This design comes from an exercise in tuning for small area, a short achievable clock period and few clock cycles per item on the open sky130 flow, not from production work.
The RTL of this run was laid out without a check of its function.

**design/flow/constraint.sdc**
```tcl
create_clock -name core_clock -period 12.0 [get_ports {CLOCK_50_I}]
set_input_delay 2.4000 -clock core_clock [delete_from_list [all_inputs] [get_ports {CLOCK_50_I}]]
set_output_delay 2.4000 -clock core_clock [all_outputs]
set_load 0.01 [all_outputs]
```
**design/flow/design.v**
```verilog
package rgb_to_yuv_encoder_pkg;
  localparam logic [17:0] U_BASE_ADDRESS   = 18'd38400;
  localparam logic [17:0] V_BASE_ADDRESS   = 18'd57600;
  localparam logic [17:0] RGB_BASE_ADDRESS = 18'd146944;
endpackage
module y_calc_tree(input [7:0] r, input [7:0] g, input [7:0] b, output [19:0] ha, output [19:0] hb, output c);
  wire t1 = ~r[1] ^ ~g[0] ^ ~b[1]; wire t2 = (~r[1] & ~g[0]) | (~r[1] & ~b[1]) | (~g[0] & ~b[1]);
  wire t3 = ~r[2] ^ ~r[0] ^ ~g[1]; wire t4 = (~r[2] & ~r[0]) | (~r[2] & ~g[1]) | (~r[0] & ~g[1]);
  wire t5 = ~r[3] ^ ~r[1] ^ ~g[2]; wire t6 = (~r[3] & ~r[1]) | (~r[3] & ~g[2]) | (~r[1] & ~g[2]);
  wire t7 = g[0] ^ ~b[3] ^ ~b[0]; wire t8 = (g[0] & ~b[3]) | (g[0] & ~b[0]) | (~b[3] & ~b[0]);
  wire t9 = ~r[4] ^ ~r[2] ^ r[0]; wire t10 = (~r[4] & ~r[2]) | (~r[4] & r[0]) | (~r[2] & r[0]);
  wire t11 = ~g[3] ^ g[1] ^ ~b[4]; wire t12 = (~g[3] & g[1]) | (~g[3] & ~b[4]) | (g[1] & ~b[4]);
  wire t13 = ~r[5] ^ ~r[3] ^ r[1]; wire t14 = (~r[5] & ~r[3]) | (~r[5] & r[1]) | (~r[3] & r[1]);
  wire t15 = ~g[4] ^ g[2] ^ ~b[5]; wire t16 = (~g[4] & g[2]) | (~g[4] & ~b[5]) | (g[2] & ~b[5]);
  wire t17 = ~r[6] ^ ~r[4] ^ r[2]; wire t18 = (~r[6] & ~r[4]) | (~r[6] & r[2]) | (~r[4] & r[2]);
  wire t19 = ~r[0] ^ ~g[5] ^ g[3]; wire t20 = (~r[0] & ~g[5]) | (~r[0] & g[3]) | (~g[5] & g[3]);
  wire t21 = ~b[6] ^ ~b[3] ^ b[1]; wire t22 = (~b[6] & ~b[3]) | (~b[6] & b[1]) | (~b[3] & b[1]);
  wire t23 = ~r[7] ^ ~r[5] ^ r[3]; wire t24 = (~r[7] & ~r[5]) | (~r[7] & r[3]) | (~r[5] & r[3]);
  wire t25 = ~r[1] ^ ~g[6] ^ g[4]; wire t26 = (~r[1] & ~g[6]) | (~r[1] & g[4]) | (~g[6] & g[4]);
  wire t27 = ~b[7] ^ ~b[4] ^ b[2]; wire t28 = (~b[7] & ~b[4]) | (~b[7] & b[2]) | (~b[4] & b[2]);
  wire t29 = ~r[6] ^ r[4] ^ ~r[2]; wire t30 = (~r[6] & r[4]) | (~r[6] & ~r[2]) | (r[4] & ~r[2]);
  wire t31 = ~g[7] ^ g[5] ^ g[0]; wire t32 = (~g[7] & g[5]) | (~g[7] & g[0]) | (g[5] & g[0]);
  wire t33 = ~b[5] ^ b[3] ^ b[0]; wire t34 = (~b[5] & b[3]) | (~b[5] & b[0]) | (b[3] & b[0]);
  wire t35 = ~r[7] ^ r[5] ^ ~r[3]; wire t36 = (~r[7] & r[5]) | (~r[7] & ~r[3]) | (r[5] & ~r[3]);
  wire t37 = r[0] ^ g[6] ^ g[1]; wire t38 = (r[0] & g[6]) | (r[0] & g[1]) | (g[6] & g[1]);
  wire t39 = ~b[6] ^ b[4] ^ b[1]; wire t40 = (~b[6] & b[4]) | (~b[6] & b[1]) | (b[4] & b[1]);
  wire t41 = r[6] ^ ~r[4] ^ r[1]; wire t42 = (r[6] & ~r[4]) | (r[6] & r[1]) | (~r[4] & r[1]);
  wire t43 = g[7] ^ g[2] ^ ~b[7]; wire t44 = (g[7] & g[2]) | (g[7] & ~b[7]) | (g[2] & ~b[7]);
  wire t45 = r[7] ^ ~r[5] ^ r[2]; wire t46 = (r[7] & ~r[5]) | (r[7] & r[2]) | (~r[5] & r[2]);
  wire t47 = g[3] ^ b[6] ^ b[3]; wire t48 = (g[3] & b[6]) | (g[3] & b[3]) | (b[6] & b[3]);
  wire t49 = ~r[6] ^ r[3] ^ g[4]; wire t50 = (~r[6] & r[3]) | (~r[6] & g[4]) | (r[3] & g[4]);
  wire t51 = b[7] ^ b[4] ^ ~b[1]; wire t52 = (b[7] & b[4]) | (b[7] & ~b[1]) | (b[4] & ~b[1]);
  wire t53 = ~r[7] ^ r[4] ^ g[5]; wire t54 = (~r[7] & r[4]) | (~r[7] & g[5]) | (r[4] & g[5]);
  wire t55 = b[5] ^ ~b[2] ^ b[0]; wire t56 = (b[5] & ~b[2]) | (b[5] & b[0]) | (~b[2] & b[0]);
  wire t57 = r[5] ^ r[0] ^ g[6]; wire t58 = (r[5] & r[0]) | (r[5] & g[6]) | (r[0] & g[6]);
  wire t59 = b[6] ^ ~b[3] ^ b[1]; wire t60 = (b[6] & ~b[3]) | (b[6] & b[1]) | (~b[3] & b[1]);
  wire t61 = r[6] ^ r[1] ^ g[7]; wire t62 = (r[6] & r[1]) | (r[6] & g[7]) | (r[1] & g[7]);
  wire t63 = g[0] ^ b[7] ^ ~b[4]; wire t64 = (g[0] & b[7]) | (g[0] & ~b[4]) | (b[7] & ~b[4]);
  wire t65 = r[7] ^ r[2] ^ g[1]; wire t66 = (r[7] & r[2]) | (r[7] & g[1]) | (r[2] & g[1]);
  wire t67 = r[3] ^ g[2] ^ ~b[6]; wire t68 = (r[3] & g[2]) | (r[3] & ~b[6]) | (g[2] & ~b[6]);
  wire t69 = r[4] ^ g[3] ^ ~b[7]; wire t70 = (r[4] & g[3]) | (r[4] & ~b[7]) | (g[3] & ~b[7]);
  wire t71 = r[5] ^ g[4] ^ b[6]; wire t72 = (r[5] & g[4]) | (r[5] & b[6]) | (g[4] & b[6]);
  wire t73 = r[6] ^ g[5] ^ b[7]; wire t74 = (r[6] & g[5]) | (r[6] & b[7]) | (g[5] & b[7]);
  wire t75 = t2 ^ t3 ^ ~b[2]; wire t76 = (t2 & t3) | (t2 & ~b[2]) | (t3 & ~b[2]);
  wire t77 = t4 ^ t5 ^ t7; wire t78 = (t4 & t5) | (t4 & t7) | (t5 & t7);
  wire t79 = t6 ^ t8 ^ t9; wire t80 = (t6 & t8) | (t6 & t9) | (t8 & t9);
  wire t81 = t11 ^ ~b[1] ^ 1'b1; wire t82 = (t11 & ~b[1]) | (t11 & 1'b1) | (~b[1] & 1'b1);
  wire t83 = t10 ^ t12 ^ t13; wire t84 = (t10 & t12) | (t10 & t13) | (t12 & t13);
  wire t85 = t15 ^ ~b[2] ^ b[0]; wire t86 = (t15 & ~b[2]) | (t15 & b[0]) | (~b[2] & b[0]);
  wire t87 = t14 ^ t16 ^ t17; wire t88 = (t14 & t16) | (t14 & t17) | (t16 & t17);
  wire t89 = t19 ^ t21 ^ 1'b1; wire t90 = (t19 & t21) | (t19 & 1'b1) | (t21 & 1'b1);
  wire t91 = t18 ^ t20 ^ t22; wire t92 = (t18 & t20) | (t18 & t22) | (t20 & t22);
  wire t93 = t23 ^ t25 ^ t27; wire t94 = (t23 & t25) | (t23 & t27) | (t25 & t27);
  wire t95 = t24 ^ t26 ^ t28; wire t96 = (t24 & t26) | (t24 & t28) | (t26 & t28);
  wire t97 = t29 ^ t31 ^ t33; wire t98 = (t29 & t31) | (t29 & t33) | (t31 & t33);
  wire t99 = t30 ^ t32 ^ t34; wire t100 = (t30 & t32) | (t30 & t34) | (t32 & t34);
  wire t101 = t35 ^ t37 ^ t39; wire t102 = (t35 & t37) | (t35 & t39) | (t37 & t39);
  wire t103 = t36 ^ t38 ^ t40; wire t104 = (t36 & t38) | (t36 & t40) | (t38 & t40);
  wire t105 = t41 ^ t43 ^ b[5]; wire t106 = (t41 & t43) | (t41 & b[5]) | (t43 & b[5]);
  wire t107 = t42 ^ t44 ^ t45; wire t108 = (t42 & t44) | (t42 & t45) | (t44 & t45);
  wire t109 = t47 ^ ~b[0] ^ 1'b1; wire t110 = (t47 & ~b[0]) | (t47 & 1'b1) | (~b[0] & 1'b1);
  wire t111 = t46 ^ t48 ^ t49; wire t112 = (t46 & t48) | (t46 & t49) | (t48 & t49);
  wire t113 = t50 ^ t52 ^ t53; wire t114 = (t50 & t52) | (t50 & t53) | (t52 & t53);
  wire t115 = t54 ^ t56 ^ t57; wire t116 = (t54 & t56) | (t54 & t57) | (t56 & t57);
  wire t117 = t58 ^ t60 ^ t61; wire t118 = (t58 & t60) | (t58 & t61) | (t60 & t61);
  wire t119 = t62 ^ t64 ^ t65; wire t120 = (t62 & t64) | (t62 & t65) | (t64 & t65);
  wire t121 = t66 ^ t67 ^ b[4]; wire t122 = (t66 & t67) | (t66 & b[4]) | (t67 & b[4]);
  wire t123 = t68 ^ t69 ^ b[5]; wire t124 = (t68 & t69) | (t68 & b[5]) | (t69 & b[5]);
  wire t125 = t70 ^ t71 ^ 1'b1; wire t126 = (t70 & t71) | (t70 & 1'b1) | (t71 & 1'b1);
  wire t127 = t74 ^ r[7] ^ g[6]; wire t128 = (t74 & r[7]) | (t74 & g[6]) | (r[7] & g[6]);
  wire t129 = t78 ^ t79 ^ t81; wire t130 = (t78 & t79) | (t78 & t81) | (t79 & t81);
  wire t131 = t80 ^ t82 ^ t83; wire t132 = (t80 & t82) | (t80 & t83) | (t82 & t83);
  wire t133 = t84 ^ t86 ^ t87; wire t134 = (t84 & t86) | (t84 & t87) | (t86 & t87);
  wire t135 = t88 ^ t90 ^ t91; wire t136 = (t88 & t90) | (t88 & t91) | (t90 & t91);
  wire t137 = t92 ^ t94 ^ t95; wire t138 = (t92 & t94) | (t92 & t95) | (t94 & t95);
  wire t139 = t96 ^ t98 ^ t99; wire t140 = (t96 & t98) | (t96 & t99) | (t98 & t99);
  wire t141 = t100 ^ t102 ^ t103; wire t142 = (t100 & t102) | (t100 & t103) | (t102 & t103);
  wire t143 = t104 ^ t106 ^ t107; wire t144 = (t104 & t106) | (t104 & t107) | (t106 & t107);
  wire t145 = t108 ^ t110 ^ t111; wire t146 = (t108 & t110) | (t108 & t111) | (t110 & t111);
  wire t147 = t112 ^ t113 ^ t55; wire t148 = (t112 & t113) | (t112 & t55) | (t113 & t55);
  wire t149 = t114 ^ t115 ^ t59; wire t150 = (t114 & t115) | (t114 & t59) | (t115 & t59);
  wire t151 = t116 ^ t117 ^ t63; wire t152 = (t116 & t117) | (t116 & t63) | (t117 & t63);
  wire t153 = t118 ^ t119 ^ ~b[5]; wire t154 = (t118 & t119) | (t118 & ~b[5]) | (t119 & ~b[5]);
  wire t155 = t126 ^ t72 ^ t73; wire t156 = (t126 & t72) | (t126 & t73) | (t72 & t73);
  wire t157 = t130 ^ t131 ^ t85; wire t158 = (t130 & t131) | (t130 & t85) | (t131 & t85);
  wire t159 = t132 ^ t133 ^ t89; wire t160 = (t132 & t133) | (t132 & t89) | (t133 & t89);
  wire t161 = t134 ^ t135 ^ t93; wire t162 = (t134 & t135) | (t134 & t93) | (t135 & t93);
  wire t163 = t136 ^ t137 ^ t97; wire t164 = (t136 & t137) | (t136 & t97) | (t137 & t97);
  wire t165 = t138 ^ t139 ^ t101; wire t166 = (t138 & t139) | (t138 & t101) | (t139 & t101);
  wire t167 = t140 ^ t141 ^ t105; wire t168 = (t140 & t141) | (t140 & t105) | (t141 & t105);
  wire t169 = t142 ^ t143 ^ t109; wire t170 = (t142 & t143) | (t142 & t109) | (t143 & t109);
  wire t171 = t144 ^ t145 ^ t51; wire t172 = (t144 & t145) | (t144 & t51) | (t145 & t51);
  wire t173 = t146 ^ t147 ^ 1'b1; wire t174 = (t146 & t147) | (t146 & 1'b1) | (t147 & 1'b1);
  wire t175 = t150 ^ t151 ^ b[2]; wire t176 = (t150 & t151) | (t150 & b[2]) | (t151 & b[2]);
  wire t177 = t152 ^ t153 ^ b[3]; wire t178 = (t152 & t153) | (t152 & b[3]) | (t153 & b[3]);
  wire t179 = t154 ^ t120 ^ t121; wire t180 = (t154 & t120) | (t154 & t121) | (t120 & t121);
  wire t181 = t166 ^ t167 ^ b[2]; wire t182 = (t166 & t167) | (t166 & b[2]) | (t167 & b[2]);
  wire t183 = t170 ^ t171 ^ 1'b1; wire t184 = (t170 & t171) | (t170 & 1'b1) | (t171 & 1'b1);
  wire t185 = t174 ^ t148 ^ t149; wire t186 = (t174 & t148) | (t174 & t149) | (t148 & t149);
  wire t187 = t180 ^ t122 ^ t123; wire t188 = (t180 & t122) | (t180 & t123) | (t122 & t123);
  wire t189 = t182 ^ t168 ^ t169; wire t190 = (t182 & t168) | (t182 & t169) | (t168 & t169);
  wire t191 = t184 ^ t172 ^ t173; wire t192 = (t184 & t172) | (t184 & t173) | (t172 & t173);
  wire t193 = t188 ^ t124 ^ t125; wire t194 = (t188 & t124) | (t188 & t125) | (t124 & t125);
  wire [23:0] ra = {1'b0, t128, t156, t194, t193, t187, t178, t176, t186, t192, t191, t190, t189, t181, t164, t162, t160, t158, t157, t129, t76, t75, t1, ~r[0]};
  wire [23:0] rb = {1'b0, g[7], t127, t155, 1'b0, 1'b0, t179, t177, t175, t185, 1'b0, t183, 1'b0, 1'b0, t165, t163, t161, t159, 1'b0, 1'b0, t77, 1'b0, 1'b0, ~b[0]};
  wire [4:0] low = {1'b0, ra[3:0]} + {1'b0, rb[3:0]};
  assign c = low[4];
  assign ha = ra[23:4];
  assign hb = rb[23:4];
endmodule
module y_calc_add(input [19:0] ha, input [19:0] hb, input c, output [7:0] o);
  wire [13:0] low = {1'b0, ha[11:0], c} + {1'b0, hb[11:0], c};
  wire [8:0] high = {ha[19:12], low[13]} + {hb[19:12], low[13]};
  assign o = high[8:1];
endmodule
module uv_calc_tree(input [9:0] x, input [9:0] y, input [9:0] w, input m, output [16:0] ha, output [16:0] hb, output c);
  wire t1 = x[0] ^ ~w[1] ^ m; wire t2 = (x[0] & ~w[1]) | (x[0] & m) | (~w[1] & m);
  wire t3 = x[1] ^ ~w[2] ^ ~w[0]; wire t4 = (x[1] & ~w[2]) | (x[1] & ~w[0]) | (~w[2] & ~w[0]);
  wire t5 = x[2] ^ y[0] ^ ~w[3]; wire t6 = (x[2] & y[0]) | (x[2] & ~w[3]) | (y[0] & ~w[3]);
  wire t7 = x[3] ^ y[1] ^ ~w[4]; wire t8 = (x[3] & y[1]) | (x[3] & ~w[4]) | (y[1] & ~w[4]);
  wire t9 = x[4] ^ ~x[0] ^ y[2]; wire t10 = (x[4] & ~x[0]) | (x[4] & y[2]) | (~x[0] & y[2]);
  wire t11 = ~w[5] ^ ~w[3] ^ ~w[0]; wire t12 = (~w[5] & ~w[3]) | (~w[5] & ~w[0]) | (~w[3] & ~w[0]);
  wire t13 = x[5] ^ ~x[1] ^ y[3]; wire t14 = (x[5] & ~x[1]) | (x[5] & y[3]) | (~x[1] & y[3]);
  wire t15 = ~w[6] ^ ~w[4] ^ ~w[1]; wire t16 = (~w[6] & ~w[4]) | (~w[6] & ~w[1]) | (~w[4] & ~w[1]);
  wire t17 = x[6] ^ ~x[2] ^ x[0]; wire t18 = (x[6] & ~x[2]) | (x[6] & x[0]) | (~x[2] & x[0]);
  wire t19 = y[4] ^ ~w[7] ^ ~w[5]; wire t20 = (y[4] & ~w[7]) | (y[4] & ~w[5]) | (~w[7] & ~w[5]);
  wire t21 = x[7] ^ ~x[3] ^ x[1]; wire t22 = (x[7] & ~x[3]) | (x[7] & x[1]) | (~x[3] & x[1]);
  wire t23 = y[5] ^ ~w[8] ^ ~w[6]; wire t24 = (y[5] & ~w[8]) | (y[5] & ~w[6]) | (~w[8] & ~w[6]);
  wire t25 = x[8] ^ ~x[4] ^ x[2]; wire t26 = (x[8] & ~x[4]) | (x[8] & x[2]) | (~x[4] & x[2]);
  wire t27 = y[6] ^ w[9] ^ ~w[7]; wire t28 = (y[6] & w[9]) | (y[6] & ~w[7]) | (w[9] & ~w[7]);
  wire t29 = ~w[4] ^ w[0] ^ 1'b1; wire t30 = (~w[4] & w[0]) | (~w[4] & 1'b1) | (w[0] & 1'b1);
  wire t31 = ~x[9] ^ ~x[5] ^ x[3]; wire t32 = (~x[9] & ~x[5]) | (~x[9] & x[3]) | (~x[5] & x[3]);
  wire t33 = y[7] ^ ~y[0] ^ ~w[8]; wire t34 = (y[7] & ~y[0]) | (y[7] & ~w[8]) | (~y[0] & ~w[8]);
  wire t35 = ~w[5] ^ w[1] ^ ~m; wire t36 = (~w[5] & w[1]) | (~w[5] & ~m) | (w[1] & ~m);
  wire t37 = ~x[6] ^ x[4] ^ y[8]; wire t38 = (~x[6] & x[4]) | (~x[6] & y[8]) | (x[4] & y[8]);
  wire t39 = ~y[1] ^ w[9] ^ ~w[6]; wire t40 = (~y[1] & w[9]) | (~y[1] & ~w[6]) | (w[9] & ~w[6]);
  wire t41 = ~x[7] ^ x[5] ^ ~x[0]; wire t42 = (~x[7] & x[5]) | (~x[7] & ~x[0]) | (x[5] & ~x[0]);
  wire t43 = ~y[9] ^ ~y[2] ^ ~w[7]; wire t44 = (~y[9] & ~y[2]) | (~y[9] & ~w[7]) | (~y[2] & ~w[7]);
  wire t45 = w[3] ^ w[1] ^ ~m; wire t46 = (w[3] & w[1]) | (w[3] & ~m) | (w[1] & ~m);
  wire t47 = ~x[8] ^ x[6] ^ ~x[1]; wire t48 = (~x[8] & x[6]) | (~x[8] & ~x[1]) | (x[6] & ~x[1]);
  wire t49 = ~y[3] ^ y[0] ^ ~w[8]; wire t50 = (~y[3] & y[0]) | (~y[3] & ~w[8]) | (y[0] & ~w[8]);
  wire t51 = w[4] ^ w[2] ^ ~m; wire t52 = (w[4] & w[2]) | (w[4] & ~m) | (w[2] & ~m);
  wire t53 = x[9] ^ x[7] ^ ~x[2]; wire t54 = (x[9] & x[7]) | (x[9] & ~x[2]) | (x[7] & ~x[2]);
  wire t55 = ~y[4] ^ y[1] ^ w[9]; wire t56 = (~y[4] & y[1]) | (~y[4] & w[9]) | (y[1] & w[9]);
  wire t57 = w[5] ^ w[3] ^ ~m; wire t58 = (w[5] & w[3]) | (w[5] & ~m) | (w[3] & ~m);
  wire t59 = x[8] ^ ~x[3] ^ x[0]; wire t60 = (x[8] & ~x[3]) | (x[8] & x[0]) | (~x[3] & x[0]);
  wire t61 = ~y[5] ^ y[2] ^ w[6]; wire t62 = (~y[5] & y[2]) | (~y[5] & w[6]) | (y[2] & w[6]);
  wire t63 = ~x[9] ^ ~x[4] ^ x[1]; wire t64 = (~x[9] & ~x[4]) | (~x[9] & x[1]) | (~x[4] & x[1]);
  wire t65 = ~y[6] ^ y[3] ^ w[7]; wire t66 = (~y[6] & y[3]) | (~y[6] & w[7]) | (y[3] & w[7]);
  wire t67 = ~x[5] ^ x[2] ^ ~y[7]; wire t68 = (~x[5] & x[2]) | (~x[5] & ~y[7]) | (x[2] & ~y[7]);
  wire t69 = y[4] ^ w[8] ^ w[6]; wire t70 = (y[4] & w[8]) | (y[4] & w[6]) | (w[8] & w[6]);
  wire t71 = ~x[6] ^ x[3] ^ ~y[8]; wire t72 = (~x[6] & x[3]) | (~x[6] & ~y[8]) | (x[3] & ~y[8]);
  wire t73 = y[5] ^ ~w[9] ^ w[7]; wire t74 = (y[5] & ~w[9]) | (y[5] & w[7]) | (~w[9] & w[7]);
  wire t75 = ~x[7] ^ x[4] ^ y[9]; wire t76 = (~x[7] & x[4]) | (~x[7] & y[9]) | (x[4] & y[9]);
  wire t77 = ~x[8] ^ x[5] ^ y[7]; wire t78 = (~x[8] & x[5]) | (~x[8] & y[7]) | (x[5] & y[7]);
  wire t79 = x[9] ^ x[6] ^ y[8]; wire t80 = (x[9] & x[6]) | (x[9] & y[8]) | (x[6] & y[8]);
  wire t81 = t2 ^ t3 ^ 1'b1; wire t82 = (t2 & t3) | (t2 & 1'b1) | (t3 & 1'b1);
  wire t83 = t4 ^ t5 ^ ~w[1]; wire t84 = (t4 & t5) | (t4 & ~w[1]) | (t5 & ~w[1]);
  wire t85 = t6 ^ t7 ^ ~w[2]; wire t86 = (t6 & t7) | (t6 & ~w[2]) | (t7 & ~w[2]);
  wire t87 = t8 ^ t9 ^ t11; wire t88 = (t8 & t9) | (t8 & t11) | (t9 & t11);
  wire t89 = t10 ^ t12 ^ t13; wire t90 = (t10 & t12) | (t10 & t13) | (t12 & t13);
  wire t91 = t14 ^ t16 ^ t17; wire t92 = (t14 & t16) | (t14 & t17) | (t16 & t17);
  wire t93 = t19 ^ ~w[2] ^ m; wire t94 = (t19 & ~w[2]) | (t19 & m) | (~w[2] & m);
  wire t95 = t18 ^ t20 ^ t21; wire t96 = (t18 & t20) | (t18 & t21) | (t20 & t21);
  wire t97 = t22 ^ t24 ^ t25; wire t98 = (t22 & t24) | (t22 & t25) | (t24 & t25);
  wire t99 = t26 ^ t28 ^ t30; wire t100 = (t26 & t28) | (t26 & t30) | (t28 & t30);
  wire t101 = t31 ^ t33 ^ t35; wire t102 = (t31 & t33) | (t31 & t35) | (t33 & t35);
  wire t103 = t32 ^ t34 ^ t36; wire t104 = (t32 & t34) | (t32 & t36) | (t34 & t36);
  wire t105 = t37 ^ t39 ^ w[2]; wire t106 = (t37 & t39) | (t37 & w[2]) | (t39 & w[2]);
  wire t107 = t38 ^ t40 ^ t41; wire t108 = (t38 & t40) | (t38 & t41) | (t40 & t41);
  wire t109 = t42 ^ t44 ^ t46; wire t110 = (t42 & t44) | (t42 & t46) | (t44 & t46);
  wire t111 = t47 ^ t49 ^ t51; wire t112 = (t47 & t49) | (t47 & t51) | (t49 & t51);
  wire t113 = t48 ^ t50 ^ t52; wire t114 = (t48 & t50) | (t48 & t52) | (t50 & t52);
  wire t115 = t53 ^ t55 ^ t57; wire t116 = (t53 & t55) | (t53 & t57) | (t55 & t57);
  wire t117 = t54 ^ t56 ^ t58; wire t118 = (t54 & t56) | (t54 & t58) | (t56 & t58);
  wire t119 = t59 ^ t61 ^ w[4]; wire t120 = (t59 & t61) | (t59 & w[4]) | (t61 & w[4]);
  wire t121 = t60 ^ t62 ^ t63; wire t122 = (t60 & t62) | (t60 & t63) | (t62 & t63);
  wire t123 = t65 ^ w[5] ^ ~m; wire t124 = (t65 & w[5]) | (t65 & ~m) | (w[5] & ~m);
  wire t125 = t64 ^ t66 ^ t67; wire t126 = (t64 & t66) | (t64 & t67) | (t66 & t67);
  wire t127 = t68 ^ t70 ^ t71; wire t128 = (t68 & t70) | (t68 & t71) | (t70 & t71);
  wire t129 = t72 ^ t74 ^ t75; wire t130 = (t72 & t74) | (t72 & t75) | (t74 & t75);
  wire t131 = t76 ^ t77 ^ ~w[9]; wire t132 = (t76 & t77) | (t76 & ~w[9]) | (t77 & ~w[9]);
  wire t133 = t80 ^ x[7] ^ ~y[9]; wire t134 = (t80 & x[7]) | (t80 & ~y[9]) | (x[7] & ~y[9]);
  wire t135 = t82 ^ t83 ^ m; wire t136 = (t82 & t83) | (t82 & m) | (t83 & m);
  wire t137 = t86 ^ t87 ^ m; wire t138 = (t86 & t87) | (t86 & m) | (t87 & m);
  wire t139 = t88 ^ t89 ^ t15; wire t140 = (t88 & t89) | (t88 & t15) | (t89 & t15);
  wire t141 = t90 ^ t91 ^ t93; wire t142 = (t90 & t91) | (t90 & t93) | (t91 & t93);
  wire t143 = t92 ^ t94 ^ t95; wire t144 = (t92 & t94) | (t92 & t95) | (t94 & t95);
  wire t145 = t96 ^ t97 ^ t27; wire t146 = (t96 & t97) | (t96 & t27) | (t97 & t27);
  wire t147 = t98 ^ t99 ^ t101; wire t148 = (t98 & t99) | (t98 & t101) | (t99 & t101);
  wire t149 = t100 ^ t102 ^ t103; wire t150 = (t100 & t102) | (t100 & t103) | (t102 & t103);
  wire t151 = t104 ^ t106 ^ t107; wire t152 = (t104 & t106) | (t104 & t107) | (t106 & t107);
  wire t153 = t108 ^ t109 ^ t111; wire t154 = (t108 & t109) | (t108 & t111) | (t109 & t111);
  wire t155 = t110 ^ t112 ^ t113; wire t156 = (t110 & t112) | (t110 & t113) | (t112 & t113);
  wire t157 = t114 ^ t116 ^ t117; wire t158 = (t114 & t116) | (t114 & t117) | (t116 & t117);
  wire t159 = t118 ^ t120 ^ t121; wire t160 = (t118 & t120) | (t118 & t121) | (t120 & t121);
  wire t161 = t122 ^ t124 ^ t125; wire t162 = (t122 & t124) | (t122 & t125) | (t124 & t125);
  wire t163 = t126 ^ t127 ^ t73; wire t164 = (t126 & t127) | (t126 & t73) | (t127 & t73);
  wire t165 = t128 ^ t129 ^ y[6]; wire t166 = (t128 & t129) | (t128 & y[6]) | (t129 & y[6]);
  wire t167 = t132 ^ t78 ^ t79; wire t168 = (t132 & t78) | (t132 & t79) | (t78 & t79);
  wire t169 = t134 ^ x[8] ^ 1'b1; wire t170 = (t134 & x[8]) | (t134 & 1'b1) | (x[8] & 1'b1);
  wire t171 = t136 ^ t84 ^ t85; wire t172 = (t136 & t84) | (t136 & t85) | (t84 & t85);
  wire t173 = t138 ^ t139 ^ ~m; wire t174 = (t138 & t139) | (t138 & ~m) | (t139 & ~m);
  wire t175 = t142 ^ t143 ^ t23; wire t176 = (t142 & t143) | (t142 & t23) | (t143 & t23);
  wire t177 = t144 ^ t145 ^ t29; wire t178 = (t144 & t145) | (t144 & t29) | (t145 & t29);
  wire t179 = t148 ^ t149 ^ t105; wire t180 = (t148 & t149) | (t148 & t105) | (t149 & t105);
  wire t181 = t150 ^ t151 ^ t43; wire t182 = (t150 & t151) | (t150 & t43) | (t151 & t43);
  wire t183 = t154 ^ t155 ^ t115; wire t184 = (t154 & t155) | (t154 & t115) | (t155 & t115);
  wire t185 = t156 ^ t157 ^ t119; wire t186 = (t156 & t157) | (t156 & t119) | (t157 & t119);
  wire t187 = t158 ^ t159 ^ t123; wire t188 = (t158 & t159) | (t158 & t123) | (t159 & t123);
  wire t189 = t160 ^ t161 ^ t69; wire t190 = (t160 & t161) | (t160 & t69) | (t161 & t69);
  wire t191 = t162 ^ t163 ^ m; wire t192 = (t162 & t163) | (t162 & m) | (t163 & m);
  wire t193 = t164 ^ t165 ^ w[8]; wire t194 = (t164 & t165) | (t164 & w[8]) | (t165 & w[8]);
  wire t195 = t166 ^ t130 ^ t131; wire t196 = (t166 & t130) | (t166 & t131) | (t130 & t131);
  wire t197 = t170 ^ ~x[9] ^ 1'b1; wire t198 = (t170 & ~x[9]) | (t170 & 1'b1) | (~x[9] & 1'b1);
  wire t199 = t174 ^ t140 ^ t141; wire t200 = (t174 & t140) | (t174 & t141) | (t140 & t141);
  wire t201 = t178 ^ t146 ^ t147; wire t202 = (t178 & t146) | (t178 & t147) | (t146 & t147);
  wire t203 = t180 ^ t181 ^ t45; wire t204 = (t180 & t181) | (t180 & t45) | (t181 & t45);
  wire t205 = t182 ^ t152 ^ t153; wire t206 = (t182 & t152) | (t182 & t153) | (t152 & t153);
  wire t207 = t188 ^ t189 ^ ~m; wire t208 = (t188 & t189) | (t188 & ~m) | (t189 & ~m);
  wire t209 = t200 ^ t175 ^ ~w[3]; wire t210 = (t200 & t175) | (t200 & ~w[3]) | (t175 & ~w[3]);
  wire t211 = t202 ^ t179 ^ w[0]; wire t212 = (t202 & t179) | (t202 & w[0]) | (t179 & w[0]);
  wire t213 = t208 ^ t190 ^ t191; wire t214 = (t208 & t190) | (t208 & t191) | (t190 & t191);
  wire t215 = t210 ^ t176 ^ t177; wire t216 = (t210 & t176) | (t210 & t177) | (t176 & t177);
  wire t217 = t214 ^ t192 ^ t193; wire t218 = (t214 & t192) | (t214 & t193) | (t192 & t193);
  wire t219 = t218 ^ t194 ^ t195; wire t220 = (t218 & t194) | (t218 & t195) | (t194 & t195);
  wire t221 = t220 ^ t196 ^ t167; wire t222 = (t220 & t196) | (t220 & t167) | (t196 & t167);
  wire t223 = t222 ^ t168 ^ t133; wire t224 = (t222 & t168) | (t222 & t133) | (t168 & t133);
  wire [24:0] ra = {t197, t224, t223, t221, t219, t217, t213, t207, t186, t184, t206, t204, t212, t211, t216, t215, t209, t199, t173, t172, t171, t135, t81, t1, ~w[0]};
  wire [24:0] rb = {1'b0, t169, 1'b0, 1'b0, 1'b0, 1'b0, 1'b0, 1'b0, t187, t185, t183, t205, t203, 1'b0, t201, 1'b0, 1'b0, 1'b0, 1'b0, t137, 1'b0, 1'b0, 1'b0, 1'b0, 1'b1};
  wire [8:0] low = {1'b0, ra[7:0]} + {1'b0, rb[7:0]};
  assign c = low[8];
  assign ha = ra[24:8];
  assign hb = rb[24:8];
endmodule
module uv_calc_add(input [16:0] ha, input [16:0] hb, input c, output [7:0] o);
  wire [10:0] low = {1'b0, ha[8:0], c} + {1'b0, hb[8:0], c};
  wire [8:0] high = {ha[16:9], low[10]} + {hb[16:9], low[10]};
  assign o = high[8:1];
endmodule
import rgb_to_yuv_encoder_pkg::*;
module rgb_to_yuv_encoder
#(
  parameter int NUM_GROUPS = 19200
) (
  input  logic        CLOCK_50_I,
  input  logic        reset,
  input  logic        enable,
  input  logic [15:0] SRAM_read_data,
  output logic [17:0] SRAM_address,
  output logic [15:0] SRAM_write_data,
  output logic        SRAM_we_n,
  output logic        done
);
  localparam logic [14:0] LAST_GROUP = 15'(NUM_GROUPS - 1);
  logic        run_q;         
  logic        done_q;
  logic        we_n_q;
  logic        wr_ok_q;       
  logic [3:0]  slot_q;
  logic [17:0] rp_q;          
  logic [14:0] wg_q;          
  logic [17:0] addr_q;
  logic [15:0] din_q, d1_q, d2_q;     
  logic        first_q;               
  logic [19:0] ya_q, yb_q;            
  logic        yc_q;
  logic        swap_q;                
  logic [9:0]  cx_q, cy_q;            
  logic        cm_q;                  
  logic [16:0] ua_q, ub_q;            
  logic        uc_q;
  logic [7:0]  hu_q, hv_q;            
  logic [15:0] wd_q;                  
  logic [7:0]  pr, pg, pb;
  logic [19:0] ya, yb;
  logic        yc;
  logic [7:0]  y_new;
  assign pr = first_q ? d1_q[15:8]  : d1_q[7:0];
  assign pg = first_q ? d1_q[7:0]   : din_q[15:8];
  assign pb = first_q ? din_q[15:8] : din_q[7:0];
  y_calc_tree u_yt (.r(pr), .g(pg), .b(pb), .ha(ya), .hb(yb), .c(yc));
  y_calc_add  u_ya (.ha(ya_q), .hb(yb_q), .c(yc_q), .o(y_new));
  logic [8:0]  rs, gs, bs;
  logic [9:0]  f1, f2;
  logic [16:0] ua, ub;
  logic        uc;
  logic [7:0]  uv_new;
  assign rs = {1'b0, d2_q[15:8]} + {1'b0, d1_q[7:0]};
  assign gs = {1'b0, d2_q[7:0]}  + {1'b0, din_q[15:8]};
  assign bs = {1'b0, d1_q[15:8]} + {1'b0, din_q[7:0]};
  assign f1 = {1'b0, bs} - {1'b0, gs};
  assign f2 = {1'b0, gs} - {1'b0, rs};
  uv_calc_tree u_uvt (.x(cx_q), .y(cy_q), .w(cy_q ^ {10{cm_q}}), .m(cm_q), .ha(ua), .hb(ub), .c(uc));
  uv_calc_add  u_uva (.ha(ua_q), .hb(ub_q), .c(uc_q), .o(uv_new));
  logic [17:0] u_addr, v_addr;
  logic        rd_next;       
  logic        last_write;
  assign u_addr = U_BASE_ADDRESS + {3'd0, wg_q};
  assign v_addr = V_BASE_ADDRESS + {3'd0, wg_q};
  assign rd_next = (slot_q == 4'd9) || (slot_q == 4'd0) || (slot_q == 4'd1) ||
                   (slot_q == 4'd5) || (slot_q == 4'd6) || (slot_q == 4'd7);
  assign last_write = (slot_q == 4'd5) && (wg_q == LAST_GROUP);
  always_ff @(posedge CLOCK_50_I) begin
    din_q <= SRAM_read_data;
    d1_q  <= din_q;
    d2_q  <= d1_q;
    first_q <= (slot_q == 4'd3) || (slot_q == 4'd9);
    ya_q    <= ya;
    yb_q    <= yb;
    yc_q    <= yc;
    swap_q <= (slot_q == 4'd5) || (slot_q == 4'd1);
    if (swap_q) begin
      cx_q <= ~cy_q; cy_q <= ~cx_q; cm_q <= 1'b1;
    end else begin
      cx_q <= f1;    cy_q <= f2;    cm_q <= 1'b0;
    end
    ua_q <= ua;
    ub_q <= ub;
    uc_q <= uc;
    if (slot_q == 4'd7) hu_q <= uv_new;
    if (slot_q == 4'd8) hv_q <= uv_new;
    case (slot_q)
      4'd5, 4'd1: wd_q[15:8] <= y_new;
      4'd3:       wd_q[15:8] <= hu_q;
      4'd4:       wd_q[15:8] <= hv_q;
      default: ;
    endcase
    case (slot_q)
      4'd6, 4'd2: wd_q[7:0] <= y_new;
      4'd3, 4'd4: wd_q[7:0] <= uv_new;
      default: ;
    endcase
    if (run_q) begin
      slot_q  <= (slot_q == 4'd9) ? 4'd0 : slot_q + 4'd1;
      wr_ok_q <= wr_ok_q | (slot_q == 4'd9);
      wg_q    <= wg_q + {14'd0, slot_q == 4'd5};
      rp_q    <= rp_q + {17'd0, rd_next};
      case (slot_q)
        4'd8:    addr_q <= {2'd0, wg_q, 1'b0};
        4'd2:    addr_q <= {2'd0, wg_q, 1'b1};
        4'd3:    addr_q <= u_addr;
        4'd4:    addr_q <= v_addr;
        default: addr_q <= rp_q;
      endcase
    end else begin
      slot_q  <= 4'd0;
      wr_ok_q <= 1'b0;
      wg_q    <= '1;
      rp_q    <= RGB_BASE_ADDRESS + 18'd1;
      addr_q  <= RGB_BASE_ADDRESS;
    end
    if (reset) begin
      run_q  <= 1'b0;
      done_q <= 1'b0;
      we_n_q <= 1'b1;
    end else if (!run_q) begin
      we_n_q <= 1'b1;
      if (done_q) done_q <= enable;
      else        run_q  <= enable;
    end else begin
      case (slot_q)
        4'd8:             we_n_q <= 1'b0;
        4'd2, 4'd3, 4'd4: we_n_q <= ~wr_ok_q;
        default:          we_n_q <= 1'b1;
      endcase
      if (last_write) begin
        run_q  <= 1'b0;
        done_q <= 1'b1;
      end
    end
  end
  assign SRAM_address    = addr_q;
  assign SRAM_write_data = wd_q;
  assign SRAM_we_n       = we_n_q;
  assign done            = done_q;
endmodule
```
**design/flow/standard.sh**
```bash
#!/bin/bash
# synth_recipe.tcl (not shown) runs the flow's synth.tcl, then flattens the netlist and writes it again
# the make line also repeats each setting of config.mk as NAME=value (left out here)
make -C /OpenROAD-flow-scripts/flow DESIGN_CONFIG=/design/flow/config.mk WORK_HOME=/design/flow/orfs CLKGATE_MAP_FILE= SYNTH_SCRIPT=/design/flow/synth_recipe.tcl "${@:-finish}"
```
**design/flow/config.mk**
```make
export PLATFORM = sky130hd
export DESIGN_NAME = rgb_to_yuv_encoder
export DESIGN_NICKNAME = rgb_to_yuv_encoder
export VERILOG_FILES = /design/flow/design.v
export SDC_FILE = /design/flow/constraint.sdc
export NUM_CORES = 4
export LEC_CHECK = 0
export CAP_MARGIN = 20
export CORE_MARGIN = 2
export CORE_UTILIZATION = 40
export CTS_CLUSTER_DIAMETER = 120
export CTS_CLUSTER_SIZE = 24
export SLEW_MARGIN = 20
```
**design/flow/flow/run.sh**
```bash
#!/bin/bash
# The standard layout (standard synthesis, floorplan, placement, CTS, routing) with the
# resizer's setup-repair target tightened: repair_timing aims for this much positive slack
# against the unchanged 12 ns constraint, so it sizes and buffers the critical paths.
# The SDC, clock period, I/O delays and every other setting stay the standard flow's.
set -uo pipefail
bash standard.sh SETUP_SLACK_MARGIN=8.5 finish > standard.log 2>&1
```
==> run notes <==
[metal layers]
metal	vias to the layer above	share of wire	global-route usage	wire, µm
met5	-	0	0	0
met4	0	0.024	0.0458	753
met3	34	0.034	0.0207	1060
met2	159	0.49	0.300	15000
met1	4482	0.45	0.237	14000
li1	4285	-	-	-
[cell families after synthesis]
family,Yosys count,share of synthesized area
AOI/OAI and AO/OA,163,0.0761
xor gates and xnor gates,82,0.0509
adders and majority gates,277,0.353
buffers and inverters,305,0.0809
DFF,219,0.330
muxes,40,0.0291
and+or+nand+nor,239,0.0802
[metrics by stage]
| stage | area [µm²] | utilization |
|---|---|---|
| after floorplan | 14500 | - |
| after global placement | 15500 | 0.438 |
| after detailed placement | 15500 | 0.438 |
| after CTS | 16100 | 0.455 |
| after global routing | 16200 | 0.459 |
| final | 16200 | 0.459 |
[state kept, by name, summed over array words and instances (netlist names), 4 cells and up]
| register | flops |
|---|---|
| addr_q | 18 |
| cx_q | 10 |
| cy_q | 10 |
| d1_q | 16 |
| d2_q | 16 |
| din_q | 16 |
| hu_q | 8 |
| hv_q | 8 |
| rp_q | 18 |
| slot_q | 4 |
| u_uva.hb | 7 |
| u_ya.hb | 12 |
| ua_q | 17 |
| wd_q | 16 |
| wg_q | 15 |
| ya_q | 19 |
[critical path, cell delays in order, from the launching register on]
cell and delay (ns):
dfxtp_4 0.42, xor2_4 0.17, fa_2 0.36, inv_2 0.06, fa_1 0.43, fa_1 0.47, fa_1 0.52, inv_1 0.06
fa_2 0.35, fa_2 0.34, fa_2 0.34, fa_2 0.34, fa_2 0.36, fa_2 0.57
[cells in the final DEF, fill, tap and decap left out, drive strengths merged, types with 4 or more instances in the layout]
| cell | count |
|---|---|
| inv | 269 |
| fa | 208 |
| dfxtp | 187 |
| nand2 | 76 |
| ha | 69 |
| nor2 | 58 |
| a21oi | 56 |
| xnor2 | 47 |
| xor2 | 35 |
| buf | 35 |
| edfxtp | 32 |
| mux2i | 32 |
| nand3 | 29 |
| o21ai | 26 |
| clkbuf | 19 |
| clkdlybuf4s50 | 18 |
| a22oi | 15 |
| a21o | 14 |
| and3 | 13 |
| nor3 | 13 |
| nand2b | 10 |
| clkdlybuf4s15 | 10 |
| dlygate4sd2 | 9 |
| mux2 | 8 |
| or3 | 7 |
| nor2b | 7 |
| a31oi | 7 |
| nand4 | 6 |
| o21a | 5 |
| a221oi | 5 |
| or2 | 4 |
| a21boi | 4 |
[how the worst max path moves through the flow]
| stage | endpoint | from |
|---|---|---|
| 4_1_cts | ua_q[14]$_DFF_P_ | cm_q$_DFF_P_ |
| 5_1_grt | ua_q[14]$_DFF_P_ | cx_q[9]$_DFF_P_ |
| 3_3_place_gp | ua_q[14]$_DFF_P_ | cm_q$_DFF_P_ |
| 2_1_floorplan | ua_q[14]$_DFF_P_ | cm_q$_DFF_P_ |
| 3_5_place_dp | ua_q[14]$_DFF_P_ | cm_q$_DFF_P_ |
| 6_report | ua_q[14]$_DFF_P_ | cm_q$_DFF_P_ |
[layout make-up]
| cell class | instances | share of cell area |
|---|---|---|
| repair buffers | 73 | 0.0382 |
| flip-flops and latches | 219 | 0.293 |
| inverters | 270 | 0.0626 |
| multi-input cells | 801 | 0.546 |
| clock buffers | 18 | 0.0232 |
| clock inverters | 1 | 0.00100 |
| well taps | 461 | 0.0356 |
[what timing repair did]
| item | 4_1_cts | 5_1_grt |
|---|---|---|
| hold endpoints to repair | 0 | 0 |
| setup endpoints to repair | 83 | 63 |
| setup buffers | 11 | 4 |
| resized for setup | 135 | 36 |
| pin swaps | 10 | 17 |
==> reports/metrics.cfg <==
[status]
status = timing/DRC/antenna clean

[timing]
holdWs_ns = 0.393
drv_slew = 0
setup_viol = 0
timing.fmax_ghz = 0.205
relSlewSlack = 0.361
finalSetupTns_ns = 0
fin_crit_sh = 0.406
hold_violations = 0
finalCriticalPeriod_ns = 4.87
setup_slack_ns = 7.13
grt_setup_unrepaired = true
skew_ns = 0.0165
worstMarginPinSlew_ns = 0.959

[global_route]
grt-ovfl-total = 0
grt_first_pass_wirelength_um = 50600
grt_max_degree = 37
grt_antenna_before_repair = 0
track_usage = 0.176
grt_pass1_vias = 9472

[yosys]
ys_seq_area_frac = 0.330
synth_seq_cells = 219
yosysTopAreaCell = fa_1
synth_common_cells = inv_1, fa_1, dfxtp_1
synth_top_area_frac = 0.292
synth_edf_count = 32
synth_cell_types = 67
yosysMostFrequentCell = inv_1
async_flop_share = 0
yosys-top-cells-area = fa_1, dfxtp_1, inv_1
netlist_area_mm2 = 0.0143
yosysWarnings = 1
syn_nets = 1621
synth_cells = 1325
avgSynthCellArea_um2 = 10.8
ys.flop_type = dfxtp_1

[finish]
fillers = 3270
area_delta_synth_final_pct = 13.6
drive_above_1_share = 0.132
seq_area_mm2 = 0.00474
fin_nets = 1674
fin_cells = 1843
n_antenna_cell = 0
multiInputGateArea_mm2 = 0.00885

[floorplan]
core_area_mm2 = 0.0353
rows = 69
dieArea_mm2 = 0.0372
io_pins = 55
initial_core_util = 0.404
dieWidth_um = 193
die_y_um = 193

[placement]
dp_hpwl_um = 24900
io_buffers = 54
pre_cts_ws_ns = 6.86
place.gp.congestion = 0.872
place_inst = 1808

[setup_path]
reg2reg_to = ua_q[14]$_DFF_P_
r2r-start = cm_q$_DFF_P_
cp.required_ns = 12.43
cp-end-kind = register
rrSetupSlack_ns = 7.13
path_class = register to register
worst-path-max-fanout = 5
start_kind = register
cp.arrival_ns = 5.30
ff2ff_path_depth = 13

[drt]
ant_nets = 0
drt_iter0_drc = 414
drc = 0
vias = 8960
first_pass_iters = 5
wl_per_cell_um = 16.7
wl_um = 30800
avgViaCountPerCell = 4.86

[cts]
h-tree-depth = 1
cts_tree = built
clk_pin_slew_ns = 0.10
ctsHoldBuffers = 0
clockBufferDepth = 3
clk_latency_ns = 0.48
cts_root_buf = clkbuf_16
numCtsBuffers = 13
clock_sinks = 219

[worst_hold_path]
hold_depth = 0
min_path_type = register to register
hold_start = din_q[10]$_DFF_P_
hold_path_end = d1_q[10]$_DFF_P_

[run]
drv_cap = 0

[re-timing with driven ports]
No port has a modelled driver above. Below, the same layout with a new extraction and two added sets of constraints. Step 1 (the two cells are an assumption about what drives the block):
set clk [get_ports {CLOCK_50_I}]
set_driving_cell -lib_cell sky130_fd_sc_hd__clkbuf_16 $clk
set_driving_cell -lib_cell sky130_fd_sc_hd__buf_2 [delete_from_list [all_inputs] $clk]
Step 2 also shifts input and output timing later by t, the mid clock arrival at the registers, as if the neighbouring blocks saw the same clock. a / b / c = ideal ports / drivers / drivers and shift; a / b = the first two.
shift t [ns]: 0.518
slack for setup (ns): 7.131 / 7.131 / 7.131
hold slack, ns: 0.393 / 0.393 / 0.393
worst slew at a driven data input, ns: 0.03
After both steps this run still meets setup and hold. For this run, drivers alone change the setup slack by 0.000 ns; drivers and shift together by 0.000 ns.
